This design comes from an exercise in tuning for small area on the open sky130 flow, not from production work. The RTL was checked by simulation tests, not by an equivalence proof against the original design. Power figures rest on the tool's default switching activity, not on a simulated workload.

===== flow/design.v =====
module qspi_cmd_router (
  input  logic        clk,
  input  logic        reset,
  input  logic        spi_clk,
  input  logic        spi_cs,
  input  logic        spi_di,
  output logic        spi_do,
  output logic        spi_do_enable,
  output logic [1:0]  ram_cs,
  input  logic [1:0]  ram_di,
  output logic [7:0]  cmd_out,
  output logic [31:0] addr_out,
  output logic [11:0] len_out,
  output logic        cmd_strobe,
  output logic [7:0]  sr,
  input  logic [7:0]  sr_in,
  input  logic        sr_in_strobe,
  output logic [7:0]  wbuf_data,
  output logic        wbuf_valid,
  input  logic        wbuf_ready,
  output logic        wbuf_overflow,
  output logic        addr4
);
  localparam logic [2:0] S_IDLE   = 3'd0;
  localparam logic [2:0] S_CMD    = 3'd1;
  localparam logic [2:0] S_ADDR   = 3'd2;
  localparam logic [2:0] S_DUMMY  = 3'd3;
  localparam logic [2:0] S_TX     = 3'd4;
  localparam logic [2:0] S_RX     = 3'd5;
  localparam logic [2:0] S_IGNORE = 3'd6;
  logic [2:0]  r_sclk_pipe;
  logic [2:0]  r_cs_pipe;
  logic [1:0]  r_di_pipe;
  logic [2:0]  r_state;
  logic [2:0]  r_bit_cnt;
  logic [6:0]  r_shift;       
  logic [31:0] r_addr;        
  logic        r_addr_done;
  logic [7:0]  r_opcode;
  logic        r_op_done;
  logic        r_wel_at_op;
  logic [11:0] r_len;
  logic        r_spi_do;
  logic        r_spi_do_en;
  logic [1:0]  r_ram_cs;
  logic [7:0]  r_sr;
  logic        r_addr4;
  logic [7:0]  r_cmd_out;
  logic [31:0] r_addr_out;
  logic [11:0] r_len_out;
  logic        r_cmd_strobe;
  logic        r_push;
  logic [7:0]  r_push_data;
  logic        r_ovf_clr;
  logic [7:0]  r_ring [32];
  logic [5:0]  r_wp;
  logic [5:0]  r_rp;
  logic        r_pend;
  logic        r_overflow;
  logic        w_sclk_rise;
  logic        w_sclk_fall;
  logic        w_cs_rise;
  logic        w_cs_fall;
  logic        w_cs_high;
  logic        w_di;
  logic [7:0]  w_byte_next;
  logic        w_byte_done;
  logic        w_addr_last;
  logic        w_local_tx;
  logic [7:0]  w_tx_byte;
  logic [11:0] w_len_inc;
  logic        w_reportable;
  logic        w_pop;
  logic        w_full;
  logic        w_accept;
  logic        w_valid;
  logic        w_wr_now;
  logic        w_wr_pend;
  logic        w_wr0;
  logic        w_wr16;
  logic [7:0]  w_ring_l0 [16];
  logic [7:0]  w_ring_l1 [8];
  logic [7:0]  w_ring_l2 [4];
  logic [7:0]  w_ring_l3 [2];
  logic [7:0]  w_ring_q;
  assign w_sclk_rise  = r_sclk_pipe[1] & ~r_sclk_pipe[2];
  assign w_sclk_fall  = ~r_sclk_pipe[1] & r_sclk_pipe[2];
  assign w_cs_rise    = r_cs_pipe[1] & ~r_cs_pipe[2];
  assign w_cs_fall    = ~r_cs_pipe[1] & r_cs_pipe[2];
  assign w_cs_high    = r_cs_pipe[1];
  assign w_di         = r_di_pipe[1];
  assign w_byte_next  = {r_shift, w_di};
  assign w_byte_done  = (r_bit_cnt == 3'd7);
  assign w_addr_last  = r_addr4 ? r_len[2] : (r_len[1] & r_len[0]);
  assign w_len_inc    = (r_len == 12'hFFF) ? r_len : r_len + 12'd1;
  assign w_local_tx   = r_opcode[7] | r_opcode[2];
  assign w_reportable = r_op_done && (r_opcode != 8'h9F) && (r_opcode != 8'h05) &&
                        (r_opcode != 8'h06) && (r_opcode != 8'h04);
  always_comb begin
    w_tx_byte = 8'h00;
    if (!r_opcode[7]) begin
      w_tx_byte = r_sr;
    end else if (r_len[11:2] == '0) begin
      case (r_len[1:0])
        2'd1:    w_tx_byte = 8'hC2;
        2'd2:    w_tx_byte = 8'h20;
        2'd3:    w_tx_byte = 8'h18;
        default: w_tx_byte = 8'h00;
      endcase
    end
  end
  always_ff @(posedge clk) begin
    if (reset) begin
      r_sclk_pipe <= '0;
      r_cs_pipe   <= '0;
      r_di_pipe   <= '0;
    end else begin
      r_sclk_pipe <= {r_sclk_pipe[1:0], spi_clk};
      r_cs_pipe   <= {r_cs_pipe[1:0], spi_cs};
      r_di_pipe   <= {r_di_pipe[0], spi_di};
    end
  end
  always_ff @(posedge clk) begin
    if (r_state == S_ADDR && w_sclk_rise && !w_cs_high) r_addr <= {r_addr[30:0], w_di};
    if (r_state == S_RX && w_sclk_rise && !w_cs_high && w_byte_done) r_push_data <= w_byte_next;
  end
  always_ff @(posedge clk) begin
    if (reset) begin
      r_state      <= S_IDLE;
      r_bit_cnt    <= '0;
      r_shift      <= '0;
      r_addr_done  <= 1'b0;
      r_opcode     <= '0;
      r_op_done    <= 1'b0;
      r_wel_at_op  <= 1'b0;
      r_len        <= '0;
      r_spi_do     <= 1'b0;
      r_spi_do_en  <= 1'b0;
      r_ram_cs     <= '1;
      r_sr         <= '0;
      r_addr4      <= 1'b0;
      r_cmd_out    <= '0;
      r_addr_out   <= '0;
      r_len_out    <= '0;
      r_cmd_strobe <= 1'b0;
      r_push       <= 1'b0;
      r_ovf_clr    <= 1'b0;
    end else begin
      r_cmd_strobe <= 1'b0;
      r_push       <= 1'b0;
      r_ovf_clr    <= 1'b0;
      if (w_cs_high) begin
        r_state     <= S_IDLE;
        r_ram_cs    <= '1;
        r_spi_do    <= 1'b0;
        r_spi_do_en <= 1'b0;
        if (w_cs_rise && r_state != S_IDLE) begin
          if (w_reportable) begin
            r_cmd_strobe <= 1'b1;
            r_cmd_out    <= r_opcode;
            r_addr_out   <= r_addr_done ? {r_addr4 ? r_addr[31:24] : 8'h00, r_addr[23:0]} : 32'h0;
            r_len_out    <= r_len;
          end
          if (r_op_done && r_wel_at_op && r_addr_done && !r_opcode[0]) begin
            r_sr[0] <= 1'b1;
            r_sr[1] <= 1'b0;
          end
        end
      end else if (r_state == S_IDLE) begin
        if (w_cs_fall) begin
          r_state     <= S_CMD;
          r_bit_cnt   <= '0;
          r_addr_done <= 1'b0;
          r_op_done   <= 1'b0;
          r_len       <= '0;
          r_ram_cs    <= '0;
        end
      end else begin
        if (w_sclk_rise) begin
          if (!(r_state == S_TX && w_local_tx)) r_shift <= w_byte_next[6:0];
          r_bit_cnt <= r_bit_cnt + 3'd1;
          if (w_byte_done) r_len <= w_len_inc;
          case (r_state)
            S_CMD: begin
              if (w_byte_done) begin
                r_opcode    <= w_byte_next;
                r_op_done   <= 1'b1;
                r_wel_at_op <= r_sr[1];
                r_ram_cs    <= '1;
                r_state     <= S_IGNORE;
                case (w_byte_next)
                  8'h9F, 8'h05: begin
                    r_state     <= S_TX;
                    r_spi_do_en <= 1'b1;
                  end
                  8'h06: r_sr[1] <= 1'b1;
                  8'h04: r_sr[1] <= 1'b0;
                  8'hB7: r_addr4 <= 1'b1;
                  8'hE9: r_addr4 <= 1'b0;
                  8'h03, 8'h0B: begin
                    r_state  <= S_ADDR;
                    r_ram_cs <= '0;
                  end
                  8'h02: begin
                    r_state <= S_ADDR;
                    if (r_sr[1]) r_ovf_clr <= 1'b1;
                  end
                  8'h20: r_state <= S_ADDR;
                  default: ;
                endcase
              end
            end
            S_ADDR: begin
              if (w_byte_done && r_len[0] && !r_len[1] && r_opcode[0])
                r_ram_cs <= r_addr[6] ? 2'b01 : 2'b10;
              if (w_byte_done && w_addr_last) begin
                r_addr_done <= 1'b1;
                if (r_opcode[0]) begin
                  if (r_opcode[3]) begin
                    r_state <= S_DUMMY;
                  end else begin
                    r_state     <= S_TX;
                    r_spi_do_en <= 1'b1;
                  end
                end else begin
                  r_state <= r_opcode[1] ? S_RX : S_IGNORE;
                end
              end
            end
            S_DUMMY: begin
              if (w_byte_done) begin
                r_state     <= S_TX;
                r_spi_do_en <= 1'b1;
              end
            end
            S_RX: begin
              if (w_byte_done && r_wel_at_op) r_push <= 1'b1;
            end
            default: ;
          endcase
        end
        if (w_sclk_fall && r_state == S_TX && w_local_tx) begin
          if (r_bit_cnt == 3'd0) begin
            r_spi_do <= w_tx_byte[7];
            r_shift  <= w_tx_byte[6:0];
          end else begin
            r_spi_do <= r_shift[6];
            r_shift  <= {r_shift[5:0], 1'b0};
          end
        end
        if (r_state == S_TX && !w_local_tx) r_spi_do <= r_ram_cs[0] ? ram_di[1] : ram_di[0];
      end
      if (sr_in_strobe) r_sr <= sr_in;
    end
  end
  assign w_valid  = (r_wp != r_rp);
  assign w_full   = (r_wp[5] != r_rp[5]) && (r_wp[4:0] == r_rp[4:0]);
  assign w_pop    = wbuf_ready && w_valid;
  assign w_accept = r_push && (!w_full || w_pop);
  assign w_wr_now  = w_accept && (r_wp[3:0] == 4'hF);
  assign w_wr_pend = r_pend && (r_wp[3:0] == 4'h0);
  assign w_wr0     = (w_wr_now && r_wp[4]) || (w_wr_pend && !r_wp[4]);
  assign w_wr16    = (w_wr_now && !r_wp[4]) || (w_wr_pend && r_wp[4]);
  always_ff @(posedge clk) begin
    if (reset) begin
      r_wp       <= '0;
      r_rp       <= '0;
      r_pend     <= 1'b0;
      r_overflow <= 1'b0;
    end else begin
      r_wp <= r_wp + (w_accept ? 6'd2 : 6'd1);
      r_rp <= r_rp + (w_pop ? 6'd2 : 6'd1);
      if (w_accept && !w_wr_now) r_pend <= 1'b1;
      else if (w_wr_pend)        r_pend <= 1'b0;
      if (r_ovf_clr)                r_overflow <= 1'b0;
      else if (r_push && !w_accept) r_overflow <= 1'b1;
    end
  end
  always_ff @(posedge clk) begin
    for (int i = 1; i < 32; i++) begin
      if (i != 16) r_ring[i] <= r_ring[i-1];
    end
    r_ring[0]  <= w_wr0  ? r_push_data : r_ring[31];
    r_ring[16] <= w_wr16 ? r_push_data : r_ring[15];
  end
  always_comb begin
    for (int i = 0; i < 16; i++) w_ring_l0[i] = r_rp[0] ? r_ring[2*i+1] : r_ring[2*i];
    for (int i = 0; i < 8; i++)  w_ring_l1[i] = r_rp[1] ? w_ring_l0[2*i+1] : w_ring_l0[2*i];
    for (int i = 0; i < 4; i++)  w_ring_l2[i] = r_rp[2] ? w_ring_l1[2*i+1] : w_ring_l1[2*i];
    for (int i = 0; i < 2; i++)  w_ring_l3[i] = r_rp[3] ? w_ring_l2[2*i+1] : w_ring_l2[2*i];
    w_ring_q = r_rp[4] ? w_ring_l3[1] : w_ring_l3[0];
  end
  assign spi_do        = r_spi_do;
  assign spi_do_enable = r_spi_do_en;
  assign ram_cs        = r_ram_cs;
  assign cmd_out       = r_cmd_out;
  assign addr_out      = r_addr_out;
  assign len_out       = r_len_out;
  assign cmd_strobe    = r_cmd_strobe;
  assign sr            = r_sr;
  assign addr4         = r_addr4;
  assign wbuf_data     = (r_pend && (r_wp[4:0] == r_rp[4:0] + 5'd1)) ? r_push_data : w_ring_q;
  assign wbuf_valid    = w_valid;
  assign wbuf_overflow = r_overflow;
endmodule

===== flow/run.sh =====
#!/bin/bash
# synth_recipe.tcl (not shown) runs the flow's synth.tcl, then flattens the netlist and writes it again
# the make line also repeats each setting of config.mk as NAME=value (left out here)
make -C /OpenROAD-flow-scripts/flow DESIGN_CONFIG=/design/flow/config.mk WORK_HOME=/design/flow/orfs CLKGATE_MAP_FILE= SYNTH_SCRIPT=/design/flow/synth_recipe.tcl finish

===== flow/config.mk =====
export PLATFORM = sky130hd
export DESIGN_NAME = qspi_cmd_router
export DESIGN_NICKNAME = qspi_cmd_router
export VERILOG_FILES = /design/flow/design.v
export SDC_FILE = /design/flow/constraint.sdc
export NUM_CORES = 4
export LEC_CHECK = 0
export CAP_MARGIN = 20
export CORE_MARGIN = 2
export CORE_UTILIZATION = 40
export SLEW_MARGIN = 20

===== flow/constraint.sdc =====
create_clock -name core_clock -period 8.0 [get_ports {clk}]
set_input_delay 1.6000 -clock core_clock [delete_from_list [all_inputs] [get_ports {clk}]]
set_output_delay 1.6000 -clock core_clock [all_outputs]
set_load 0.01 [all_outputs]

==> flow_metrics.env, run 1 <==
export IMPL_crit_path_max_incr_delay_ns=0.68
export IMPL_grt_pass1_vias=9630
export IMPL_postCtsSetupRepairBufs=0
export IMPL_n_antenna_cell=0
export IMPL_die_width_um=195.3
export IMPL_die_y_um=195.3
export IMPL_async_flop_share=0
export IMPL_fin_skew_ns=0.01401
export IMPL_outcome="no timing/DRC/antenna violations"
export IMPL_start_util=0.4027
export IMPL_hold_path_class="flip-flop to flip-flop"
export IMPL_core_sq_mm=0.03635
export IMPL_crit_chain="buf_4 > ha_1 > nand3b_1 > a221o_1 > a21oi_2 > mux2_2 > clkdlybuf4s50_1"
export IMPL_finalSetupTns_ns=0
export IMPL_wirelength_um=32320
export IMPL_cts_made_buffers=44
export IMPL_synth_edf_count=40
export IMPL_drc=0
export IMPL_tritoncts="built"
export IMPL_antenna_found_initial=0
export IMPL_hold_viol_final=0
export IMPL_io_buffer_count=92
export IMPL_syn_num_nets=1257
export IMPL_grt_pass1_wl_um=52510
export IMPL_nNetsFinal=1324
export IMPL_ctsResizeCount=0
export IMPL_rsz0062_at_grt="false"
export IMPL_grt_overflow_total=0
export IMPL_grtUsageTotal=0.1711
export IMPL_drtIter0Drc=447
export IMPL_drive_gt1_frac=0.1274
export IMPL_fillCellCount=3300
export IMPL_final_antenna_net_count=0
export IMPL_rr_startpoint="r_rp[1]"
export IMPL_viasPerCell=5.233
export IMPL_area_growth_pct=19.17
export IMPL_io_pins=93
export IMPL_critical_path_top_delay_family="buffers and inverters"
export IMPL_fin_crit_sh=0.7041
export IMPL_slew_headroom=0.2801
export IMPL_regToRegEndpoint="r_rp[4]"
export IMPL_multiInputGateArea_sq_mm=0.005270
export IMPL_yosys_warnings=6
export IMPL_r2r_slack_ns=4.85
export IMPL_p_leak_uw=0.006112
export IMPL_dieArea_sq_mm=0.03814
export IMPL_required_ns=6.40
export IMPL_startpoint="r_rp[1]"
export IMPL_htree_levels=2
export IMPL_finalPower_uw=4940
export IMPL_dpl_hpwl_um=19680
export IMPL_place_congestion=0.8097
export IMPL_slew_violations=0
export IMPL_critPathCaptureType="output port"
export IMPL_min_period_ns=5.633
export IMPL_path_depth=7
export IMPL_slowest_stage="dfxtp_1"
export IMPL_finalSetupViolCount=0
export IMPL_drt_pass1_iter_count=5
export IMPL_rows=70
export IMPL_synthFlopType="dfxtp_1"
export IMPL_clock_latency_ns=0.56
export IMPL_synth_cells=1226
export IMPL_r2r_cells=11
export IMPL_criticalPathCategory="flip-flop to output port"
export IMPL_seq_area_frac_synth=0.6045
export IMPL_critPathMaxFanout=31
export IMPL_ys_types=75
export IMPL_crit_arrival_ns=4.03
export IMPL_endpoint="wbuf_data[5]"
export IMPL_whs_path_depth=0
export IMPL_syn_avg_cell_area_sq_um=11.94
export IMPL_ctsHoldBuffers=0
export IMPL_vias=9393
export IMPL_grt_max_degree=83
export IMPL_wire_per_inst_um=18.00
export IMPL_ir_drop_mv=0.2064
export IMPL_cap_violations=0
export IMPL_powerDensity_mw_per_mm2=283.2
export IMPL_clock_path_buffers=3
export IMPL_fmax_mhz=177.5
export IMPL_clockRootBuffer="clkbuf_16"
export IMPL_critPathBufInv=2
export IMPL_startpoint_type="flip-flop"
export IMPL_path_clk_slew_ns=0.06
export IMPL_cts_sinks=422
export IMPL_worst_pin_slew_ns=1.075
export IMPL_synth_seq_cells=422
export IMPL_syn_cell_area_sq_mm=0.01464
export IMPL_regArea_sq_mm=0.008852
## registers in the layout, summed over array words and instances, names as in the netlist, 3 cells and up
register and flops:
r_opcode 8, r_sr 8, r_bit_cnt 3, r_len_out 12, r_rp 6, r_cs_pipe 3, r_cmd_out 8, r_shift 7
r_sclk_pipe 3, r_len 12, r_ring 256, r_state 3, r_wp 6, r_addr_out 32, r_addr 32, r_push_data 8
## where the power goes
part | switching [uW] | leakage [uW] | internal (uW) | total, uW
clock network | 837 | 0.000771 | 1330 | 2170
logic | 301 | 0.00190 | 275 | 576
registers | 47.7 | 0.00344 | 2140 | 2190
total | 1190 | 0.00611 | 3750 | 4940
## synthesized netlist by cell type (5+ instances only)
cell type | number | share of area
clkbuf_1 | 45 | 0.012
mux4_2 | 32 | 0.049
ha_1 | 12 | 0.010
inv_1 | 29 | 0.0074
a221oi_1 | 18 | 0.011
edfxtp_1 | 40 | 0.082
xor2_1 | 8 | 0.0048
buf_2 | 23 | 0.0079
buf_4 | 7 | 0.0036
a22oi_1 | 11 | 0.0056
o22ai_1 | 10 | 0.0043
o21ai_0 | 30 | 0.010
a21oi_1 | 83 | 0.028
xnor2_1 | 16 | 0.0096
buf_6 | 7 | 0.0054
and4_1 | 6 | 0.0036
mux2i_1 | 84 | 0.057
and2_1 | 7 | 0.0030
nor4_1 | 17 | 0.0073
a211oi_1 | 14 | 0.0072
mux2_4 | 8 | 0.0082
mux2_2 | 17 | 0.013
nand2b_1 | 5 | 0.0021
o32ai_1 | 6 | 0.0036
nor3_1 | 8 | 0.0027
nand3_1 | 40 | 0.014
nor2b_1 | 17 | 0.0073
o221ai_1 | 8 | 0.0048
dfxtp_1 | 382 | 0.52
nand4_1 | 16 | 0.0068
nand2_1 | 84 | 0.022
nor2_1 | 64 | 0.016
## metrics by stage
stage | instance area, sq um | cells | hold WS [ns] | util | setup WS [ns]
CTS | 17420 | 1794 | 0.3346 | 0.4791 | 2.145
global placement | 15830 | 1713 | 0.3292 | 0.4354 | 2.767
detailed placement | 15850 | 1714 | 0.3323 | 0.4362 | 2.759
global route | 17440 | 1795 | 0.3483 | 0.4799 | 2.161
floorplan | 14640 | 1226 | 0.3259 | - | 4.346
finish | 17440 | 1795 | 0.3408 | 0.4799 | 2.367
## cells in the final DEF, fill, tap and decap left out, types with 11 or more instances in the layout
master / Yosys / layout
a211oi_1: 14 / 14
a21oi_1: 83 / 83
a221oi_1: 18 / 18
a22oi_1: 11 / 11
buf_4: 7 / 12
clkbuf_16: 0 / 44
clkdlybuf4s50_1: 0 / 91
dfxtp_1: 382 / 381
edfxtp_1: 40 / 40
ha_1: 12 / 12
inv_1: 29 / 29
mux2_2: 17 / 17
mux2i_1: 84 / 84
mux4_2: 32 / 32
nand2_1: 84 / 84
nand3_1: 40 / 40
nand4_1: 16 / 16
nor2_1: 64 / 64
nor2b_1: 17 / 16
nor4_1: 17 / 16
o21ai_0: 30 / 30
xnor2_1: 16 / 16
## logic make-up after synthesis
kind of cell / after synthesis / synth area share
AOI/OAI and AO/OA: 212 / 0.09771
adders and majority gates: 14 / 0.01299
xor gates and xnor gates: 24 / 0.01436
DFF: 422 / 0.6045
muxes: 141 / 0.1280
buffers and inverters: 114 / 0.03693
and+or+nand+nor: 299 / 0.1055
## per-layer routing
metal	track usage	routed length, um	vias to the layer above
met5	0	0	-
met4	0.04863	595	0
met3	0.04231	1758	48
met2	0.2653	14370	196
met1	0.2378	15590	4588
li1	-	-	4561
## worst min-delay path by stage
stage / startpoint / endpoint / slack, ns
after floorplan: r_ring[10][5] / r_ring[11][5] / 0.33
after global placement: r_ring[26][3] / r_ring[27][3] / 0.33
after detailed placement: r_ring[20][7] / r_ring[21][7] / 0.33
after CTS: r_ring[4][5] / r_ring[5][5] / 0.33
after global routing: r_ring[1][5] / r_ring[2][5] / 0.35
final: r_ring[4][5] / r_ring[5][5] / 0.34
## area by class of cell
type / instances / area share
sequential: 422 / 0.5075
multi-input combinational: 690 / 0.3021
clock buffer: 61 / 0.07252
timing repair buffer: 105 / 0.06054
tap: 468 / 0.03357
clock inverter: 19 / 0.01700
inverter: 30 / 0.006743
==> inputs of run 2 (changes only) <==
--- a/flow/design.v
+++ b/flow/design.v
@@ -38,5 +38,4 @@
   logic        r_addr_done;
   logic [7:0]  r_opcode;
-  logic        r_op_done;
   logic        r_wel_at_op;
   logic [11:0] r_len;
@@ -64,4 +63,12 @@
   logic        w_cs_high;
   logic        w_di;
+  logic        w_run;
+  logic        w_start;
+  logic        w_rise;
+  logic        w_op_end;
+  logic        w_in_cmd;
+  logic        w_in_addr;
+  logic        w_in_tx;
+  logic        w_in_rx;
   logic [7:0]  w_byte_next;
   logic        w_byte_done;
@@ -70,4 +77,5 @@
   logic [7:0]  w_tx_byte;
   logic [11:0] w_len_inc;
+  logic        w_end;
   logic        w_reportable;
   logic        w_pop;
@@ -90,10 +98,19 @@
   assign w_cs_high    = r_cs_pipe[1];
   assign w_di         = r_di_pipe[1];
+  assign w_run        = !w_cs_high && (r_state != S_IDLE);
+  assign w_start      = !w_cs_high && (r_state == S_IDLE) && w_cs_fall;
+  assign w_rise       = w_run && w_sclk_rise;
+  assign w_in_cmd     = (r_state == S_CMD);
+  assign w_in_addr    = (r_state == S_ADDR);
+  assign w_in_tx      = (r_state == S_TX);
+  assign w_in_rx      = (r_state == S_RX);
   assign w_byte_next  = {r_shift, w_di};
   assign w_byte_done  = (r_bit_cnt == 3'd7);
+  assign w_op_end     = w_rise && w_in_cmd && w_byte_done;
   assign w_addr_last  = r_addr4 ? r_len[2] : (r_len[1] & r_len[0]);
   assign w_len_inc    = (r_len == 12'hFFF) ? r_len : r_len + 12'd1;
   assign w_local_tx   = r_opcode[7] | r_opcode[2];
-  assign w_reportable = r_op_done && (r_opcode != 8'h9F) && (r_opcode != 8'h05) &&
+  assign w_end        = w_cs_rise && (r_state != S_IDLE) && (r_state != S_CMD);
+  assign w_reportable = (r_opcode != 8'h9F) && (r_opcode != 8'h05) &&
                         (r_opcode != 8'h06) && (r_opcode != 8'h04);
   always_comb begin
@@ -111,28 +128,37 @@
   end
   always_ff @(posedge clk) begin
-    if (reset) begin
-      r_sclk_pipe <= '0;
-      r_cs_pipe   <= '0;
-      r_di_pipe   <= '0;
-    end else begin
-      r_sclk_pipe <= {r_sclk_pipe[1:0], spi_clk};
-      r_cs_pipe   <= {r_cs_pipe[1:0], spi_cs};
-      r_di_pipe   <= {r_di_pipe[0], spi_di};
-    end
+    if (reset) r_cs_pipe <= '0;
+    else       r_cs_pipe <= {r_cs_pipe[1:0], spi_cs};
   end
   always_ff @(posedge clk) begin
-    if (r_state == S_ADDR && w_sclk_rise && !w_cs_high) r_addr <= {r_addr[30:0], w_di};
-    if (r_state == S_RX && w_sclk_rise && !w_cs_high && w_byte_done) r_push_data <= w_byte_next;
+    r_sclk_pipe <= {r_sclk_pipe[1:0], spi_clk};
+    r_di_pipe   <= {r_di_pipe[0], spi_di};
+    r_ovf_clr   <= w_op_end && (w_byte_next == 8'h02) && r_sr[1];
+    if (w_start) begin
+      r_bit_cnt   <= '0;
+      r_len       <= '0;
+      r_addr_done <= 1'b0;
+    end else if (w_rise) begin
+      r_bit_cnt <= r_bit_cnt + 3'd1;
+      if (w_byte_done) r_len <= w_len_inc;
+      if (w_in_addr && w_byte_done && w_addr_last) r_addr_done <= 1'b1;
+    end
+    if (w_rise) begin
+      if (!(w_in_tx && w_local_tx)) r_shift <= w_byte_next[6:0];
+      if (w_in_cmd && w_byte_done) begin
+        r_opcode    <= w_byte_next;
+        r_wel_at_op <= r_sr[1];
+      end
+      if (w_in_addr) r_addr <= {r_addr[30:0], w_di};
+      if (w_in_rx && w_byte_done) r_push_data <= w_byte_next;
+    end
+    if (w_run && w_sclk_fall && w_in_tx && w_local_tx) begin
+      if (r_bit_cnt == 3'd0) r_shift <= w_tx_byte[6:0];
+      else                   r_shift <= {r_shift[5:0], 1'b0};
+    end
   end
   always_ff @(posedge clk) begin
     if (reset) begin
       r_state      <= S_IDLE;
-      r_bit_cnt    <= '0;
-      r_shift      <= '0;
-      r_addr_done  <= 1'b0;
-      r_opcode     <= '0;
-      r_op_done    <= 1'b0;
-      r_wel_at_op  <= 1'b0;
-      r_len        <= '0;
       r_spi_do     <= 1'b0;
       r_spi_do_en  <= 1'b0;
@@ -145,9 +171,7 @@
       r_cmd_strobe <= 1'b0;
       r_push       <= 1'b0;
-      r_ovf_clr    <= 1'b0;
     end else begin
       r_cmd_strobe <= 1'b0;
       r_push       <= 1'b0;
-      r_ovf_clr    <= 1'b0;
       if (w_cs_high) begin
         r_state     <= S_IDLE;
@@ -155,5 +179,5 @@
         r_spi_do    <= 1'b0;
         r_spi_do_en <= 1'b0;
-        if (w_cs_rise && r_state != S_IDLE) begin
+        if (w_end) begin
           if (w_reportable) begin
             r_cmd_strobe <= 1'b1;
@@ -162,5 +186,5 @@
             r_len_out    <= r_len;
           end
-          if (r_op_done && r_wel_at_op && r_addr_done && !r_opcode[0]) begin
+          if (r_wel_at_op && r_addr_done && !r_opcode[0]) begin
             r_sr[0] <= 1'b1;
             r_sr[1] <= 1'b0;
@@ -169,24 +193,14 @@
       end else if (r_state == S_IDLE) begin
         if (w_cs_fall) begin
-          r_state     <= S_CMD;
-          r_bit_cnt   <= '0;
-          r_addr_done <= 1'b0;
-          r_op_done   <= 1'b0;
-          r_len       <= '0;
-          r_ram_cs    <= '0;
+          r_state  <= S_CMD;
+          r_ram_cs <= '0;
         end
       end else begin
         if (w_sclk_rise) begin
-          if (!(r_state == S_TX && w_local_tx)) r_shift <= w_byte_next[6:0];
-          r_bit_cnt <= r_bit_cnt + 3'd1;
-          if (w_byte_done) r_len <= w_len_inc;
           case (r_state)
             S_CMD: begin
               if (w_byte_done) begin
-                r_opcode    <= w_byte_next;
-                r_op_done   <= 1'b1;
-                r_wel_at_op <= r_sr[1];
-                r_ram_cs    <= '1;
-                r_state     <= S_IGNORE;
+                r_ram_cs <= '1;
+                r_state  <= S_IGNORE;
                 case (w_byte_next)
                   8'h9F, 8'h05: begin
@@ -202,9 +216,5 @@
                     r_ram_cs <= '0;
                   end
-                  8'h02: begin
-                    r_state <= S_ADDR;
-                    if (r_sr[1]) r_ovf_clr <= 1'b1;
-                  end
-                  8'h20: r_state <= S_ADDR;
+                  8'h02, 8'h20: r_state <= S_ADDR;
                   default: ;
                 endcase
@@ -215,5 +225,4 @@
                 r_ram_cs <= r_addr[6] ? 2'b01 : 2'b10;
               if (w_byte_done && w_addr_last) begin
-                r_addr_done <= 1'b1;
                 if (r_opcode[0]) begin
                   if (r_opcode[3]) begin
@@ -240,14 +249,10 @@
           endcase
         end
-        if (w_sclk_fall && r_state == S_TX && w_local_tx) begin
-          if (r_bit_cnt == 3'd0) begin
-            r_spi_do <= w_tx_byte[7];
-            r_shift  <= w_tx_byte[6:0];
-          end else begin
-            r_spi_do <= r_shift[6];
-            r_shift  <= {r_shift[5:0], 1'b0};
-          end
+        if (w_in_tx) begin
+          if (!w_local_tx)
+            r_spi_do <= r_ram_cs[0] ? ram_di[1] : ram_di[0];
+          else if (w_sclk_fall)
+            r_spi_do <= (r_bit_cnt == 3'd0) ? w_tx_byte[7] : r_shift[6];
         end
-        if (r_state == S_TX && !w_local_tx) r_spi_do <= r_ram_cs[0] ? ram_di[1] : ram_di[0];
       end
       if (sr_in_strobe) r_sr <= sr_in;
--- a/flow/config.mk
+++ b/flow/config.mk
@@ -8,4 +8,4 @@
 export CAP_MARGIN = 20
 export CORE_MARGIN = 2
-export CORE_UTILIZATION = 40
+export CORE_UTILIZATION = 70
 export SLEW_MARGIN = 20
==> run 2 against run 1 <==
Compared with the run above:
- still clean
- count of clock-buffer cells in the layout decreased by 10
- clock power down 8%
- final area fell by 4.7%
- global-route usage rose by 12 points
- critical path depth did not move
- wire length decreased by 4.4%
- sequential share of layout area grew 3.3 points
- register-to-register slack worse by 0.45 ns
- hold slack worse by 0.015 ns
- area after synthesis shrank 3.5%
- flip-flop and latch count decreased by 1
- highest routed layer unchanged
==> flow_metrics.env, run 2 <==
export IMPL_dieArea_sq_mm=0.02132
export IMPL_largestRegisters="r_ring (256), r_addr (32), r_addr_out (32)"
export IMPL_vias=9091
export IMPL_min_period_ns=5.539
export IMPL_ctsResizeCount=0
export IMPL_critPathCaptureType="output port"
export IMPL_grtUsageTotal=0.2916
export IMPL_place_congestion=0.9040
export IMPL_antenna_found_initial=0
export IMPL_startpoint_type="flip-flop"
export IMPL_finalSetupTns_ns=0
export IMPL_path_clk_slew_ns=0.06
export IMPL_p_comb_frac=0.112
export IMPL_drive_gt1_frac=0.1468
export IMPL_required_ns=6.40
export IMPL_rsz0062_at_grt="false"
export IMPL_n_antenna_cell=0
export IMPL_rr_startpoint="r_rp[2]"
export IMPL_synth_cells=1122
export IMPL_syn_num_nets=1153
export IMPL_drc=0
export IMPL_fin_skew_ns=0.01821
export IMPL_grt_pass1_wl_um=49870
export IMPL_wire_per_inst_um=20.62
export IMPL_p_sw_frac=0.2425
export IMPL_final_cell_mix="dfxtp_1, nand2_1, clkdlybuf4s50_1"
export IMPL_layout_commonest_cell="dfxtp_1"
export IMPL_slew_headroom=0.4122
export IMPL_synth_seq_cells=421
export IMPL_largest_reg_flops=256
export IMPL_grt_max_degree=83
export IMPL_min_to="r_di_pipe[1]"
export IMPL_nNetsFinal=1232
export IMPL_die_y_um=146.0
export IMPL_clock_path_buffers=3
export IMPL_r2r_slack_ns=4.40
export IMPL_rows=51
export IMPL_critPathMaxFanout=42
export IMPL_yosys_warnings=6
export IMPL_syn_cell_area_sq_mm=0.01412
export IMPL_start_util=0.7185
export IMPL_fmax_mhz=180.5
export IMPL_area_growth_pct=17.77
export IMPL_async_flop_share=0
export IMPL_dpl_hpwl_um=18320
export IMPL_holdWs_ns=0.3260
export IMPL_ctsHoldBuffers=0
export IMPL_drt_pass1_iter_count=5
export IMPL_powerDensity_mw_per_mm2=285.6
export IMPL_viasPerCell=6.069
export IMPL_syn_avg_cell_area_sq_um=12.59
export IMPL_slew_violations=0
export IMPL_hold_path_class="flip-flop to flip-flop"
export IMPL_grt_pass1_vias=9408
export IMPL_crit_arrival_ns=3.94
export IMPL_cts_made_buffers=40
export IMPL_final_antenna_net_count=0
export IMPL_criticalPathCategory="flip-flop to output port"
export IMPL_yosys_area_top_type_share=0.5175
export IMPL_internal_power_uw=3598
export IMPL_fin_crit_sh=0.6924
export IMPL_seq_power_share=0.469
export IMPL_worst_pin_slew_ns=0.8817
export IMPL_whs_path_depth=0
export IMPL_wirelength_um=30890
export IMPL_synth_edf_count=56
export IMPL_grt_overflow_total=0
export IMPL_clock_latency_ns=0.53
export IMPL_r2r_cells=11
export IMPL_clockRootBuffer="clkbuf_16"
export IMPL_die_width_um=146.0
export IMPL_max_flop_register="r_ring"
export IMPL_hold_viol_final=0
export IMPL_clock_power_share=0.420
export IMPL_cap_violations=0
export IMPL_htree_levels=2
export IMPL_synthFlopType="dfxtp_1"
export IMPL_ys_top_cells_by_count="dfxtp_1, nand2_1, a21oi_1"
export IMPL_ir_drop_mv=0.1947
export IMPL_synth_most_common_cell="dfxtp_1"
export IMPL_power_switching_uw=1152
export IMPL_io_pins=93
export IMPL_finalSetupViolCount=0
export IMPL_drtIter0Drc=739
export IMPL_seq_area_frac_synth=0.6365
export IMPL_p_leak_uw=0.006044
export IMPL_core_sq_mm=0.01965
export IMPL_regToRegEndpoint="r_rp[4]"
export IMPL_hold_start="r_di_pipe[0]"
export IMPL_synth_area_leaders="dfxtp_1, edfxtp_1, mux4_2"
export IMPL_tritoncts="built"
export IMPL_synth_top_cell_by_area="dfxtp_1"
export IMPL_io_buffer_count=92
export IMPL_ys_types=55
export IMPL_cts_sinks=421
export IMPL_outcome="no timing/DRC/antenna violations"
export IMPL_postCtsSetupRepairBufs=0
==> run 2: cell types whose count changed after synthesis, sizes merged, moves of 11 or more <==
cell    before  now
dfxtp      382  365
edfxtp      40   56
buf         39   16
nand2       84  103
inv         30   17
a22oi       11    0
mux2i       84   13
a221oi      18    7
mux4        32   58
nor2        65   50
a21oi       85   69
==> run 2: routing by layer <==
metal,up-vias,GRT usage,routed length (um),part of all wire
met5,-,0,0,0
li1,4204,-,-,-
met2,306,0.4875,15070,0.49
met4,0,0.1068,870,0.028
met3,71,0.06531,2056,0.067
met1,4510,0.3779,12900,0.42
==> run 2: layout make-up <==
type	instances	area, sq um
inverters	17	63.81
well taps	265	331.6
clock buffers	51	1125
clock inverters	23	281.5
fillers	1040	3024
repair buffers	103	1002
multi-input cells	618	4832
flip-flops and latches	421	8994
==> run 2: kinds of logic (layout without fill, tap and decap cells) <==
logic type | after synthesis | count (layout) | synth area share
muxes | 104 | 104 | 0.1280
buffers and inverters | 83 | 194 | 0.02357
and+or+nand+nor | 307 | 307 | 0.1054
adders and majority gates | 14 | 14 | 0.01347
DFF | 421 | 421 | 0.6365
AOI/OAI and AO/OA | 166 | 166 | 0.07620
xor gates and xnor gates | 27 | 27 | 0.01675
==> run 2: power groups by stage <==
stage | Combinational [uW] | Clock (uW) | Sequential (uW)
2_1_floorplan | 422 | 0 | 2220
3_3_place_gp | 509 | 0 | 2270
3_5_place_dp | 520 | 0 | 2280
4_1_cts | 530 | 2010 | 2230
5_1_grt | 568 | 2090 | 2240
6_report | 530 | 1990 | 2230
==> run 2: how the worst max path moves through the flow <==
| stage | cells past startpoint | to | start |
|---|---|---|---|
| 6_report | 7 | wbuf_data[4] | r_rp[0] |
| 5_1_grt | 7 | wbuf_data[4] | r_rp[0] |
| 4_1_cts | 7 | wbuf_data[4] | r_rp[0] |
| 3_5_place_dp | 7 | wbuf_data[4] | r_rp[0] |
| 3_3_place_gp | 7 | wbuf_data[4] | r_rp[0] |
| 2_1_floorplan | 8 | wbuf_data[6] | r_rp[1] |
==> run 2: worst max-delay path: stages, from the launching register on <==
cell	delay, ns
dfxtp_4	0.73
buf_4	0.71
mux4_2	0.60
mux2_2	0.28
a21o_1	0.17
o21ai_0	0.22
o21ai_0	0.16
clkdlybuf4s50_1	0.52
==> run 2: stage by stage <==
stage,util,area [sq um],total power (uW),setup slack (ns),instances
2_1_floorplan,-,14120,2641,4.243,1122
3_3_place_gp,0.7732,15200,2784,3.043,1423
3_5_place_dp,0.7738,15210,2795,2.934,1424
4_1_cts,0.8454,16610,4767,2.356,1498
5_1_grt,0.8461,16630,4897,2.126,1498
6_report,0.8461,16630,4750,2.461,1498
==> inputs of run 3 (changes only) <==
--- a/flow/config.mk
+++ b/flow/config.mk
@@ -8,4 +8,4 @@
 export CAP_MARGIN = 20
 export CORE_MARGIN = 2
-export CORE_UTILIZATION = 70
+export CORE_UTILIZATION = 40
 export SLEW_MARGIN = 20
==> run 3 against run 2 <==
Compared with the run above:
- utilization down 36 points
- sequential power about the same
- worst setup slack better by 0.0040 ns
- largest power group unchanged
- highest routed layer unchanged
==> flow_metrics.env, run 3 <==
export IMPL_final_cell_mix="dfxtp_1, nand2_1, clkdlybuf4s50_1"
export IMPL_slowest_stage="dfxtp_4"
export IMPL_ys_top_cells_by_count="dfxtp_1, nand2_1, a21oi_1"
export IMPL_stdcell_count=1688
export IMPL_core_sq_mm=0.03463
export IMPL_placedInstanceArea_sq_mm=0.01545
export IMPL_grtUsageTotal=0.1725
export IMPL_clock_power_share=0.419
export IMPL_viasPerCell=5.195
export IMPL_rows=68
export IMPL_synth_xor_area_frac=0.01675
export IMPL_synthSimpleGateAreaFrac=0.1054
export IMPL_startpoint_type="flip-flop"
export IMPL_wirelength_um=31080
export IMPL_io_buffer_count=92
export IMPL_criticalPathCategory="flip-flop to output port"
export IMPL_grt_overflow_total=0
export IMPL_internal_power_uw=3573
export IMPL_finalSetupViolCount=0
export IMPL_cap_violations=0
export IMPL_worst_pin_slew_ns=0.9770
export IMPL_seq_area_frac_synth=0.6365
export IMPL_synth_top_family_by_area="multiplexers"
export IMPL_hold_path_class="flip-flop to flip-flop"
export IMPL_largest_reg_flops=256
export IMPL_grt_max_degree=54
export IMPL_grt_pass1_wl_um=49660
export IMPL_synth_cells=1122
export IMPL_yosys_area_top_type_share=0.5175
export IMPL_yosys_warnings=6
export IMPL_die_width_um=191.9
export IMPL_min_period_ns=5.535
export IMPL_rsz0062_at_grt="false"
export IMPL_synth_top_cell_by_area="dfxtp_1"
export IMPL_drt_pass1_iter_count=6
export IMPL_cts_made_buffers=42
export IMPL_htree_levels=2
export IMPL_powerDensity_mw_per_mm2=280.4
export IMPL_synth_most_common_cell="dfxtp_1"
export IMPL_n_antenna_cell=0
export IMPL_path_clk_slew_ns=0.06
export IMPL_synth_compound_area_frac=0.07620
export IMPL_critPathCaptureType="output port"
export IMPL_dieArea_sq_mm=0.03682
export IMPL_ir_drop_mv=0.1725
export IMPL_grt_pass1_vias=8937
export IMPL_tritoncts="built"
export IMPL_synth_mux_area_frac=0.1280
export IMPL_postCtsSetupRepairBufs=0
export IMPL_finalSetupTns_ns=0
export IMPL_clock_latency_ns=0.55
export IMPL_synthFlopType="dfxtp_1"
export IMPL_crit_path_max_incr_delay_ns=0.72
export IMPL_drtIter0Drc=495
export IMPL_synth_edf_count=56
export IMPL_clockRootBuffer="clkbuf_16"
export IMPL_seq_power_share=0.471
export IMPL_final_antenna_net_count=0
export IMPL_slew_headroom=0.3487
export IMPL_slew_violations=0
export IMPL_layout_commonest_cell="dfxtp_1"
export IMPL_finalPower_uw=4726
export IMPL_syn_cell_area_sq_mm=0.01412
export IMPL_antenna_found_initial=0
export IMPL_placedCellCount=1614
export IMPL_power_switching_uw=1153
export IMPL_cts_sinks=421
export IMPL_ctsResizeCount=0
export IMPL_crit_arrival_ns=3.93
export IMPL_synth_seq_cells=421
export IMPL_wire_per_inst_um=18.41
export IMPL_hold_viol_final=0
export IMPL_critPathMaxFanout=44
export IMPL_die_y_um=191.9
export IMPL_synth_area_leaders="dfxtp_1, edfxtp_1, mux4_2"
export IMPL_fmax_mhz=180.7
export IMPL_max_flop_register="r_ring"
export IMPL_place_congestion=0.8041
export IMPL_io_pins=93
export IMPL_fin_crit_sh=0.6919
export IMPL_ctsHoldBuffers=0
export IMPL_crit_chain="buf_4 > mux4_2 > o22a_1 > o21ai_0 > o41ai_1 > clkdlybuf4s50_1"
export IMPL_drive_gt1_frac=0.1492
export IMPL_fin_skew_ns=0.02135
export IMPL_drc=0
export IMPL_p_comb_frac=0.110
export IMPL_p_leak_uw=0.006060
export IMPL_syn_avg_cell_area_sq_um=12.59
export IMPL_design_area_sq_mm=0.01685
export IMPL_outcome="no timing/DRC/antenna violations"
export IMPL_start_util=0.4078
export IMPL_async_flop_share=0
export IMPL_largestRegisters="r_ring (256), r_addr (32), r_addr_out (32)"
export IMPL_area_growth_pct=19.36
export IMPL_dpl_hpwl_um=19580
export IMPL_nNetsFinal=1234
export IMPL_clock_path_buffers=3
export IMPL_ys_types=55
export IMPL_vias=8770
export IMPL_yosys_area_share_adder=0.01347
export IMPL_required_ns=6.40
export IMPL_syn_num_nets=1153
export IMPL_p_sw_frac=0.2440
==> run 3: cell counts after synthesis <==
Identical to the previous run, type by type.
==> run 3: cell type report <==
class | instances | area, sq um
tap | 455 | 569.3
multi-input combinational | 618 | 4832
fill | 3067 | 17770
clock buffer | 57 | 1221
sequential | 421 | 8994
timing repair buffer | 103 | 998.5
clock inverter | 17 | 176.4
inverter | 17 | 63.81
==> run 3: per-stage QoR <==
stage / util / hold slack (ns) / setup slack [ns]
after floorplan: - / 0.3096 / 4.243
after global placement: 0.4459 / 0.3166 / 2.953
after detailed placement: 0.4462 / 0.3121 / 2.955
after global routing: 0.4867 / 0.3379 / 2.195
after CTS: 0.4866 / 0.3267 / 2.361
final: 0.4867 / 0.3261 / 2.465
==> run 3: worst max-delay path, delay by kind of cell (launching register included) <==
| family | cells | cell delay (ns) |
|---|---|---|
| buffers and inverters | 2 | 1.37 |
| AO/OA/AOI/OAI | 3 | 0.89 |
| flip-flops | 1 | 0.72 |
| multiplexers | 1 | 0.36 |
==> run 3: worst paths after layout <==
check	startpoint	endpoint	slack [ns]	depth (start not counted)
setup / recovery	r_rp[0]	wbuf_data[2]	2.47	6
hold / removal	r_sclk_pipe[0]	r_sclk_pipe[1]	0.33	0
setup reg to reg	r_rp[2]	r_wp[4]	4.61	9
hold reg to reg	r_sclk_pipe[0]	r_sclk_pipe[1]	0.33	0
==> run 3: power groups by stage <==
stage / clock, uW / combinational, uW / sequential (uW)
after floorplan: 0 / 422 / 2220
after global placement: 0 / 525 / 2270
after detailed placement: 0 / 529 / 2270
after CTS: 2030 / 530 / 2230
after global routing: 2120 / 570 / 2230
final: 1980 / 520 / 2220
==> run 3: cell families (layout without fill, tap and decap cells) <==
logic type                 after synthesis  count (layout)
buffers and inverters                   83             194
muxes                                  104             104
adders and majority gates               14              14
and+or+nand+nor                        307             307
xor gates and xnor gates                27              27
DFF                                    421             421
AOI/OAI and AO/OA                      166             166
==> run 3: per-layer routing <==
metal | vias up | track usage | routed length, um
li1 | 4214 | - | -
met1 | 4295 | 0.2363 | 14480
met2 | 204 | 0.2623 | 13780
met3 | 57 | 0.04988 | 1982
met4 | 0 | 0.05710 | 840
met5 | - | 0 | 0
==> inputs of run 4 (changes only) <==
--- a/flow/config.mk
+++ b/flow/config.mk
@@ -9,3 +9,6 @@
 export CORE_MARGIN = 2
 export CORE_UTILIZATION = 40
+export CTS_BUF_LIST = sky130_fd_sc_hd__clkbuf_16
+export CTS_CLUSTER_DIAMETER = 80
+export CTS_CLUSTER_SIZE = 30
 export SLEW_MARGIN = 20
==> run 4 against run 3 <==
Compared with the run above:
- register-to-register slack lost 0.03 ns
- combinational power about the same
- flip-flop and latch count did not move
- non-clock buffer count unchanged
- hold slack improved by 0.010 ns
- sequential share of layout area is 2.9 points higher
- first-iteration DRC count grew 18%
- area after synthesis is the same
- count of clock-buffer cells in the layout fell by 38
- maximum frequency increased by 0.73%
- via count fell by 2.2%
- total power shrank 19%
- largest cell class unchanged
==> flow_metrics.env, run 4 <==
export IMPL_crit_arrival_ns=3.89
export IMPL_nNetsFinal=1210
export IMPL_largestRegisters="r_ring (256), r_addr (32), r_addr_out (32)"
export IMPL_max_flop_register="r_ring"
export IMPL_clock_latency_ns=0.53
export IMPL_critPathCaptureType="output port"
export IMPL_finalSetupViolCount=0
export IMPL_hold_viol_final=0
export IMPL_antenna_found_initial=0
export IMPL_fillCellCount=3146
export IMPL_clock_path_buffers=3
export IMPL_wire_per_inst_um=18.39
export IMPL_ctsHoldBuffers=0
export IMPL_htree_levels=1
export IMPL_fmax_mhz=182.0
export IMPL_wirelength_um=30190
export IMPL_path_clk_slew_ns=0.11
export IMPL_syn_cell_area_sq_mm=0.01412
export IMPL_cts_sinks=421
export IMPL_start_util=0.4078
export IMPL_grt_max_degree=54
export IMPL_fin_crit_sh=0.6868
export IMPL_synth_cells=1122
export IMPL_drc=0
export IMPL_drive_gt1_frac=0.1206
export IMPL_io_buffer_count=92
export IMPL_ctsResizeCount=0
export IMPL_core_sq_mm=0.03463
export IMPL_multiInputGateArea_sq_mm=0.004832
export IMPL_cts_made_buffers=18
export IMPL_synthFlopType="dfxtp_1"
export IMPL_rsz0062_at_grt="false"
export IMPL_dpl_hpwl_um=19580
export IMPL_drt_pass1_iter_count=7
export IMPL_syn_num_nets=1153
export IMPL_area_growth_pct=13.20
export IMPL_startpoint_type="flip-flop"
export IMPL_p_leak_uw=0.005632
export IMPL_ys_types=55
export IMPL_fin_skew_ns=0.01793
export IMPL_stdcell_count=1641
export IMPL_final_antenna_net_count=0
export IMPL_grt_overflow_total=0
export IMPL_hold_path_class="flip-flop to flip-flop"
export IMPL_critPathMaxFanout=44
export IMPL_finalPower_uw=3828
export IMPL_placedCellCount=1614
export IMPL_criticalPathCategory="flip-flop to output port"
export IMPL_viasPerCell=5.227
export IMPL_die_width_um=191.9
export IMPL_n_antenna_cell=0
export IMPL_outcome="no timing/DRC/antenna violations"
export IMPL_synth_most_common_cell="dfxtp_1"
export IMPL_seq_area_frac_synth=0.6365
export IMPL_grt_pass1_wl_um=48360
export IMPL_synth_seq_cells=421
export IMPL_dieArea_sq_mm=0.03682
export IMPL_holdWs_ns=0.3365
export IMPL_ir_drop_mv=0.1938
export IMPL_die_y_um=191.9
export IMPL_regArea_sq_mm=0.008994
export IMPL_min_period_ns=5.495
export IMPL_place_congestion=0.8041
export IMPL_syn_avg_cell_area_sq_um=12.59
export IMPL_startpoint="r_rp[0]"
export IMPL_yosys_warnings=6
export IMPL_rows=68
export IMPL_hold_start="r_sclk_pipe[0]"
export IMPL_drtIter0Drc=586
export IMPL_clockRootBuffer="clkbuf_16"
export IMPL_io_pins=93
export IMPL_worst_pin_slew_ns=0.9471
export IMPL_ys_top_cells_by_count="dfxtp_1, nand2_1, a21oi_1"
export IMPL_rr_startpoint="r_rp[2]"
export IMPL_async_flop_share=0
export IMPL_slew_violations=0
export IMPL_postCtsSetupRepairBufs=0
export IMPL_largest_reg_flops=256
export IMPL_required_ns=6.40
export IMPL_tritoncts="built"
export IMPL_yosys_area_top_type_share=0.5175
export IMPL_grt_pass1_vias=8627
export IMPL_synth_area_leaders="dfxtp_1, edfxtp_1, mux4_2"
export IMPL_synth_top_cell_by_area="dfxtp_1"
export IMPL_final_cell_mix="dfxtp_1, nand2_1, clkdlybuf4s50_1"
export IMPL_slew_headroom=0.3686
export IMPL_synth_edf_count=56
export IMPL_layout_commonest_cell="dfxtp_1"
export IMPL_cap_violations=0
export IMPL_grtUsageTotal=0.1664
export IMPL_finalSetupTns_ns=0
export IMPL_vias=8578
export IMPL_powerDensity_mw_per_mm2=239.5
run 4: worst max-delay path, stage by stage, from the launching register on:
cell	delay, ns
dfxtp_4	0.74
buf_4	0.72
mux4_2	0.36
o22a_1	0.14
o21ai_0	0.11
o41ai_1	0.61
clkdlybuf4s50_1	0.65
run 4: kinds of logic after synthesis:
group / Yosys count / synth area share
fa+ha+maj: 14 / 0.01347
compound gates: 166 / 0.07620
xor+xnor: 27 / 0.01675
buf+inv: 83 / 0.02357
mux: 104 / 0.1280
simple gates: 307 / 0.1054
flops: 421 / 0.6365
run 4: per-layer routing:
metal | part of all wire | up-vias | track usage | wire length, um
li1 | - | 4132 | - | -
met1 | 0.48 | 4240 | 0.2361 | 14450
met2 | 0.44 | 168 | 0.2566 | 13400
met3 | 0.058 | 38 | 0.04202 | 1762
met4 | 0.019 | 0 | 0.03639 | 568
met5 | 0 | - | 0 | 0
run 4: metrics by stage:
step / utilization / instance area (sq um) / worst slack [ns]
after detailed placement: 0.4462 / 15450 / 2.955
after global placement: 0.4459 / 15440 / 2.953
after global routing: 0.4616 / 15990 / 2.158
after CTS: 0.4614 / 15980 / 2.376
final: 0.4616 / 15990 / 2.505
after floorplan: - / 14120 / 4.243
run 4: worst paths after layout:
kind              slack (ns)        endpoint  depth (start not counted)
hold / removal          0.34  r_sclk_pipe[1]                          0
setup reg to reg        4.58         r_wp[4]                          9
hold reg to reg         0.34  r_sclk_pipe[1]                          0
setup / recovery        2.51    wbuf_data[2]                          6
run 4: cell type report:
type	count	area share
flip-flops and latches	421	0.5626
multi-input cells	618	0.3023
repair buffers	103	0.06246
well taps	455	0.03561
clock buffers	19	0.02974
inverters	17	0.003992
clock inverters	8	0.003287
run 4: report_power, final:
| group | leakage, uW | internal [uW] | switching, uW |
|---|---|---|---|
| combinational | 0.00191 | 244 | 276 |
| clock | 0.000270 | 442 | 645 |
| sequential | 0.00345 | 2160 | 64.6 |
| total | 0.00563 | 2840 | 986 |
==> inputs of run 5 (changes only) <==
--- a/flow/config.mk
+++ b/flow/config.mk
@@ -9,6 +9,6 @@
 export CORE_MARGIN = 2
 export CORE_UTILIZATION = 40
-export CTS_BUF_LIST = sky130_fd_sc_hd__clkbuf_16
-export CTS_CLUSTER_DIAMETER = 80
-export CTS_CLUSTER_SIZE = 30
+export CTS_BUF_LIST = sky130_fd_sc_hd__clkbuf_8
+export CTS_CLUSTER_DIAMETER = 60
+export CTS_CLUSTER_SIZE = 18
 export SLEW_MARGIN = 20
==> run 5 against run 4 <==
Compared with the run above:
- total power is 1.8% higher
- final cell count up 1.6%
- clock power grew 6%
- final area increased by 0.65%
- largest cell class unchanged
- count of clock-buffer cells in the layout grew 17
- worst setup slack worse by 0.037 ns
- maximum frequency decreased by 0.66%
- hold slack worse by 0.0067 ns
==> flow_metrics.env, run 5 <==
export IMPL_outcome="no timing/DRC/antenna violations"
export IMPL_worst_pin_slew_ns=0.9611
export IMPL_drt_pass1_iter_count=5
export IMPL_start_util=0.4078
export IMPL_gr_usage_met3=0.04385
export IMPL_drc=0
export IMPL_hold_path_class="flip-flop to flip-flop"
export IMPL_startpoint="r_rp[0]"
export IMPL_synth_seq_cells=421
export IMPL_critPathCaptureType="output port"
export IMPL_drtIter0Drc=508
export IMPL_io_pins=93
export IMPL_grt_max_degree=54
export IMPL_dpl_hpwl_um=19580
export IMPL_critPathBufInv=2
export IMPL_synth_top_cell_by_area="dfxtp_1"
export IMPL_rr_startpoint="r_rp[2]"
export IMPL_nNetsFinal=1226
export IMPL_largestRegisters="r_ring (256), r_addr (32), r_addr_out (32)"
export IMPL_slowest_stage="dfxtp_4"
export IMPL_met2_usage=0.2559
export IMPL_cts_made_buffers=34
export IMPL_finalSetupViolCount=0
export IMPL_clock_path_buffers=3
export IMPL_ctsHoldBuffers=0
export IMPL_die_width_um=191.9
export IMPL_final_cell_mix="dfxtp_1, nand2_1, clkdlybuf4s50_1"
export IMPL_r2r_cells=9
export IMPL_startpoint_type="flip-flop"
export IMPL_wirelength_um=30490
export IMPL_synth_area_leaders="dfxtp_1, edfxtp_1, mux4_2"
export IMPL_async_flop_share=0
export IMPL_path_clk_slew_ns=0.11
export IMPL_fin_crit_sh=0.6914
export IMPL_yosys_warnings=6
export IMPL_viasPerCell=5.184
export IMPL_io_buffer_count=92
export IMPL_p_leak_uw=0.005700
export IMPL_met1_usage=0.2369
export IMPL_clock_latency_ns=0.56
export IMPL_antenna_found_initial=0
export IMPL_powerDensity_mw_per_mm2=242.3
export IMPL_synth_edf_count=56
export IMPL_wire_per_inst_um=18.29
export IMPL_tritoncts="built"
export IMPL_die_y_um=191.9
export IMPL_syn_avg_cell_area_sq_um=12.59
export IMPL_rows=68
export IMPL_criticalPathCategory="flip-flop to output port"
export IMPL_ir_drop_mv=0.1403
export IMPL_path_depth=6
export IMPL_postCtsSetupRepairBufs=0
export IMPL_r2r_slack_ns=4.61
export IMPL_min_period_ns=5.531
export IMPL_syn_num_nets=1153
export IMPL_endpoint="wbuf_data[2]"
export IMPL_yosys_area_top_type_share=0.5175
export IMPL_fmax_mhz=180.8
export IMPL_n_antenna_cell=0
export IMPL_crit_path_max_incr_delay_ns=0.74
export IMPL_final_antenna_net_count=0
export IMPL_regToRegEndpoint="r_wp[4]"
export IMPL_crit_arrival_ns=3.93
export IMPL_critical_path_top_delay_family="buffers and inverters"
export IMPL_finalSetupTns_ns=0
export IMPL_largest_reg_flops=256
export IMPL_crit_chain="buf_4 > mux4_2 > o22a_1 > o21ai_0 > o41ai_1 > clkdlybuf4s50_1"
export IMPL_top_usage_layer="met2"
export IMPL_ctsResizeCount=0
export IMPL_grt_overflow_total=0
export IMPL_synthFlopType="dfxtp_1"
export IMPL_syn_cell_area_sq_mm=0.01412
export IMPL_clockRootBuffer="clkbuf_8"
export IMPL_holdWs_ns=0.3298
export IMPL_max_flop_register="r_ring"
export IMPL_required_ns=6.40
export IMPL_vias=8641
export IMPL_ys_types=55
export IMPL_fin_skew_ns=0.02968
export IMPL_slew_violations=0
export IMPL_cts_sinks=421
export IMPL_seq_area_frac_synth=0.6365
export IMPL_dieArea_sq_mm=0.03682
export IMPL_place_congestion=0.8041
export IMPL_synth_cells=1122
export IMPL_core_sq_mm=0.03463
export IMPL_area_growth_pct=13.94
export IMPL_hold_viol_final=0
export IMPL_grtUsageTotal=0.1688
export IMPL_grt_pass1_wl_um=48800
export IMPL_cap_violations=0
export IMPL_grt_pass1_vias=8819
export IMPL_ys_top_cells_by_count="dfxtp_1, nand2_1, a21oi_1"
export IMPL_whs_path_depth=0
export IMPL_drive_gt1_frac=0.1386
export IMPL_slew_headroom=0.3593
export IMPL_critPathMaxFanout=44
export IMPL_synth_most_common_cell="dfxtp_1"
export IMPL_htree_levels=2
export IMPL_final_core_util=0.4646
export IMPL_rsz0062_at_grt="false"
export IMPL_layout_commonest_cell="dfxtp_1"
==> run 5: cell counts after synthesis <==
No cell type changed its count.
==> run 5: where the power goes <==
part / internal [uW] / switching, uW / total, uW
combinational: 244 / 275 / 519
clock: 442 / 717 / 1160
sequential: 2160 / 64.5 / 2220
==> run 5: cell type report <==
type | count | area (sq um)
Clock buffer | 36 | 495.5
Clock inverter | 17 | 136.4
Tap cell | 455 | 569.3
Sequential cell | 421 | 8994
Timing Repair Buffer | 103 | 998.5
Fill cell | 3144 | 18540
Inverter | 17 | 63.81
Multi-Input combinational cell | 618 | 4832
==> run 5: metrics by stage <==
stage               instance area [sq um]  setup slack (ns)  cells  power [uW]
floorplan                           14120             4.243   1122        2641
global placement                    15440             2.953   1614        2797
detailed placement                  15450             2.955   1614        2803
CTS                                 16080             2.346   1667        3962
global route                        16090             2.135   1667        4089
finish                              16090             2.469   1667        3899
==> run 5: metal layers <==
| metal | part of all wire | vias to the layer above |
|---|---|---|
| met5 | 0 | - |
| met1 | 0.47 | 4210 |
| met3 | 0.065 | 59 |
| met2 | 0.44 | 193 |
| met4 | 0.024 | 0 |
| li1 | - | 4179 |
==> run 5: worst min path at each step <==
stage | startpoint | to | slack (ns)
final | r_ring[22][3] | r_ring[23][3] | 0.33
after global routing | r_ring[22][3] | r_ring[23][3] | 0.33
after CTS | r_ring[22][3] | r_ring[23][3] | 0.33
after detailed placement | r_sclk_pipe[0] | r_sclk_pipe[1] | 0.31
after global placement | r_sclk_pipe[0] | r_sclk_pipe[1] | 0.32
after floorplan | r_di_pipe[0] | r_di_pipe[1] | 0.31
==> run 5: logic make-up after synthesis <==
kind of cell,Yosys count,share of synthesized area
flops,421,0.6365
simple gates,307,0.1054
compound gates,166,0.07620
mux,104,0.1280
buf+inv,83,0.02357
xor+xnor,27,0.01675
fa+ha+maj,14,0.01347
==> run 5: worst register-to-register path, cell delays in order, from the launching register on <==
cell and delay [ns]:
dfxtp_1 0.65, buf_4 0.40, xor2_1 0.12, or4b_4 0.56, o41ai_4 0.38, ha_1 0.25
inv_1 0.06, fa_1 0.43, or3_1 0.36, a21oi_1 0.13
==> inputs of run 6 (changes only) <==
--- a/flow/config.mk
+++ b/flow/config.mk
@@ -9,6 +9,5 @@
 export CORE_MARGIN = 2
 export CORE_UTILIZATION = 40
-export CTS_BUF_LIST = sky130_fd_sc_hd__clkbuf_8
-export CTS_CLUSTER_DIAMETER = 60
-export CTS_CLUSTER_SIZE = 18
+export CTS_BUF_LIST = sky130_fd_sc_hd__clkbuf_4
+export CTS_CLUSTER_SIZE = 20
 export SLEW_MARGIN = 20
==> run 6 against run 5 <==
Compared with the run above:
- combinational power hardly changed
- register-to-register slack about the same
- hold slack worse by 0.015 ns
- critical path depth rose by 1
- count of clock-buffer cells in the layout rose by 124
- clock power increased by 53%
- global-route usage is 0.79 points higher
- first-iteration DRC count shrank 4.1%
- final cell count is 8.2% higher
- worst setup slack got worse by 0.18 ns
- synthesized cell count did not move
- area after synthesis is the same
- largest power group unchanged
- highest routed layer unchanged
==> flow_metrics.env, run 6 <==
export IMPL_outcome="no timing/DRC/antenna violations"
export IMPL_critical_path_top_delay_family="buffers and inverters"
export IMPL_nNetsFinal=1296
export IMPL_wire_per_inst_um=17.57
export IMPL_design_area_sq_mm=0.01679
export IMPL_core_sq_mm=0.03463
export IMPL_r2r_cells=9
export IMPL_syn_avg_cell_area_sq_um=12.59
export IMPL_ys_types=55
export IMPL_finalSetupTns_ns=0
export IMPL_vias=9182
export IMPL_placedInstanceArea_sq_mm=0.01545
export IMPL_whs_path_depth=0
export IMPL_criticalPathCategory="flip-flop to output port"
export IMPL_hold_path_class="flip-flop to flip-flop"
export IMPL_r2r_slack_ns=4.60
export IMPL_slew_violations=0
export IMPL_yosys_area_top_type_share=0.5175
export IMPL_min_to="r_ring[11][2]"
export IMPL_rows=68
export IMPL_drtIter0Drc=487
export IMPL_syn_cell_area_sq_mm=0.01412
export IMPL_die_width_um=191.9
export IMPL_crit_path_max_incr_delay_ns=0.67
export IMPL_dieArea_sq_mm=0.03682
export IMPL_syn_num_nets=1153
export IMPL_io_buffer_count=92
export IMPL_synth_seq_cells=421
export IMPL_drc=0
export IMPL_synth_most_common_cell="dfxtp_1"
export IMPL_postCtsSetupRepairBufs=0
export IMPL_path_clk_slew_ns=0.07
export IMPL_critPathBufInv=2
export IMPL_max_flop_register="r_ring"
export IMPL_hold_start="r_ring[10][2]"
export IMPL_seq_area_frac_synth=0.6365
export IMPL_rsz0062_at_grt="false"
export IMPL_tritoncts="built"
export IMPL_area_growth_pct=18.94
export IMPL_synthFlopType="dfxtp_1"
export IMPL_ctsResizeCount=0
export IMPL_grt_max_degree=54
export IMPL_htree_levels=3
export IMPL_crit_top_cell="xor2_1"
export IMPL_clock_path_buffers=3
export IMPL_grt_pass1_wl_um=50760
export IMPL_fin_crit_sh=0.7138
export IMPL_viasPerCell=5.093
export IMPL_yosys_warnings=6
export IMPL_clockRootBuffer="clkbuf_4"
export IMPL_grtUsageTotal=0.1766
export IMPL_slowest_stage="o41ai_1"
export IMPL_required_ns=6.40
export IMPL_cts_made_buffers=104
export IMPL_critPathCaptureType="output port"
export IMPL_crit_chain="buf_4 > xor2_1 > xor2_1 > a31o_2 > and2_1 > o41ai_1 > clkdlybuf4s50_1"
export IMPL_synth_top_cell_by_area="dfxtp_1"
export IMPL_powerDensity_mw_per_mm2=268.8
export IMPL_die_y_um=191.9
export IMPL_fmax_mhz=175.1
export IMPL_antenna_found_initial=1
export IMPL_wirelength_um=31680
export IMPL_clock_latency_ns=0.76
export IMPL_ys_top_cells_by_count="dfxtp_1, nand2_1, a21oi_1"
export IMPL_dpl_hpwl_um=19580
export IMPL_final_cell_mix="dfxtp_1, clkbuf_4, nand2_1"
export IMPL_cap_violations=0
export IMPL_async_flop_share=0
export IMPL_synth_edf_count=56
export IMPL_synth_area_leaders="dfxtp_1, edfxtp_1, mux4_2"
export IMPL_worst_pin_slew_ns=0.9723
export IMPL_slew_headroom=0.3518
export IMPL_fin_skew_ns=0.04461
export IMPL_grt_pass1_vias=9508
export IMPL_ctsHoldBuffers=0
export IMPL_critPathMaxFanout=27
export IMPL_ir_drop_mv=0.1476
export IMPL_largest_reg_flops=256
export IMPL_hold_viol_final=0
export IMPL_start_util=0.4078
export IMPL_p_leak_uw=0.006163
export IMPL_final_antenna_net_count=0
export IMPL_layout_commonest_cell="dfxtp_1"
export IMPL_rr_startpoint="r_rp[2]"
export IMPL_cts_sinks=421
export IMPL_crit_arrival_ns=4.11
export IMPL_io_pins=93
export IMPL_largestRegisters="r_ring (256), r_addr (32), r_addr_out (32)"
export IMPL_place_congestion=0.8041
export IMPL_drive_gt1_frac=0.2123
export IMPL_grt_overflow_total=0
export IMPL_drt_pass1_iter_count=5
export IMPL_startpoint_type="flip-flop"
export IMPL_synth_cells=1122
export IMPL_fillCellCount=3143
export IMPL_regToRegEndpoint="r_wp[4]"
export IMPL_finalSetupViolCount=0
export IMPL_min_period_ns=5.710
-- run 6: cell count changes in the layout (fill, tap and decap cells not counted), moves of 2 or more --
| cell | delta |
|---|---|
| clkbuf_4 | +160 |
| clkbuf_8 | -36 |
| clkinv_1 | +21 |
| clkinv_8 | -2 |
| inv_1 | -4 |
| inv_6 | -5 |
-- run 6: routing by layer --
layer / up-vias / track usage / part of all wire
li1: 4404 / - / -
met1: 4487 / 0.2342 / 0.47
met2: 229 / 0.2644 / 0.44
met3: 62 / 0.06084 / 0.067
met4: 0 / 0.07071 / 0.023
met5: - / 0 / 0
-- run 6: metrics by stage --
step / cells / util / worst slack [ns] / total power (uW) / hold slack [ns]
after global placement: 1614 / 0.4459 / 2.953 / 2797 / 0.3166
final: 1803 / 0.4850 / 2.290 / 4515 / 0.3151
after floorplan: 1122 / - / 4.243 / 2641 / 0.3096
after CTS: 1802 / 0.4848 / 2.140 / 4590 / 0.3177
after detailed placement: 1614 / 0.4462 / 2.955 / 2803 / 0.3121
after global routing: 1803 / 0.4850 / 1.940 / 4746 / 0.3320
-- run 6: cell families after synthesis --
family / after synthesis / synth area share
fa+ha+maj: 14 / 0.01347
mux: 104 / 0.1280
flops: 421 / 0.6365
buf+inv: 83 / 0.02357
simple gates: 307 / 0.1054
xor+xnor: 27 / 0.01675
compound gates: 166 / 0.07620
-- run 6: final cells by class --
type / count / area (sq um) / area share
timing repair buffer: 103 / 998.5 / 0.05945
clock inverter: 28 / 133.9 / 0.007971
inverter: 17 / 63.81 / 0.003799
sequential: 421 / 8994 / 0.5355
clock buffer: 160 / 1201 / 0.07152
tap: 455 / 569.3 / 0.03390
antenna: 1 / 2.502 / 0.0001490
multi-input combinational: 618 / 4832 / 0.2877
-- run 6: worst max-delay path by stage --
stage                        from            to  slack, ns  depth (start not counted)
final                     r_rp[3]  wbuf_data[2]       2.29                          7
after global routing      r_rp[0]  wbuf_data[2]       1.94                          6
after CTS                 r_rp[0]  wbuf_data[2]       2.14                          6
after detailed placement  r_rp[0]  wbuf_data[2]       2.96                          6
after global placement    r_rp[0]  wbuf_data[2]       2.95                          6
after floorplan           r_rp[1]  wbuf_data[6]       4.24                          8
-- run 6: where the power goes --
| group | switching, uW | internal, uW | total [uW] |
|---|---|---|---|
| Combinational | 276 | 244 | 520 |
| Sequential | 64.3 | 2160 | 2220 |
| Clock | 857 | 916 | 1770 |

## port drivers added, routing unchanged
Ports are ideal in the flow. The routed layouts listed here were re-timed in OpenROAD.
Step 1, drivers: a clkbuf_16 drives clk and a buf_2 each remaining input, both assumed.
Step 2 times the ports against the registers' clock, not the clock port: input delays grow and output delays shrink by t, the midpoint of the rising clock arrivals with the driver on.
a / b / c = ideal ports / drivers / drivers and shift; a / b = the first two.
run | t, ns | setup WS [ns] | clock arrival spread, ns | worst data-port slew with drivers (ns)
run 1 | 0.607 | 2.367 / 2.316 / 2.923 | 0.015 / 0.016 | 0.06
run 2 | 0.566 | 2.461 / 2.415 / 2.981 | 0.019 / 0.019 | 0.05
run 3 | 0.590 | 2.465 / 2.416 / 3.006 | 0.026 / 0.026 | 0.05
run 4 | 0.569 | 2.505 / 2.458 / 3.027 | 0.018 / 0.017 | 0.05
run 5 | 0.587 | 2.469 / 2.426 / 3.012 | 0.031 / 0.031 | 0.05
run 6 | 0.778 | 2.290 / 2.246 / 3.024 | 0.049 / 0.050 | 0.05
After both steps every run listed still meets setup and hold.
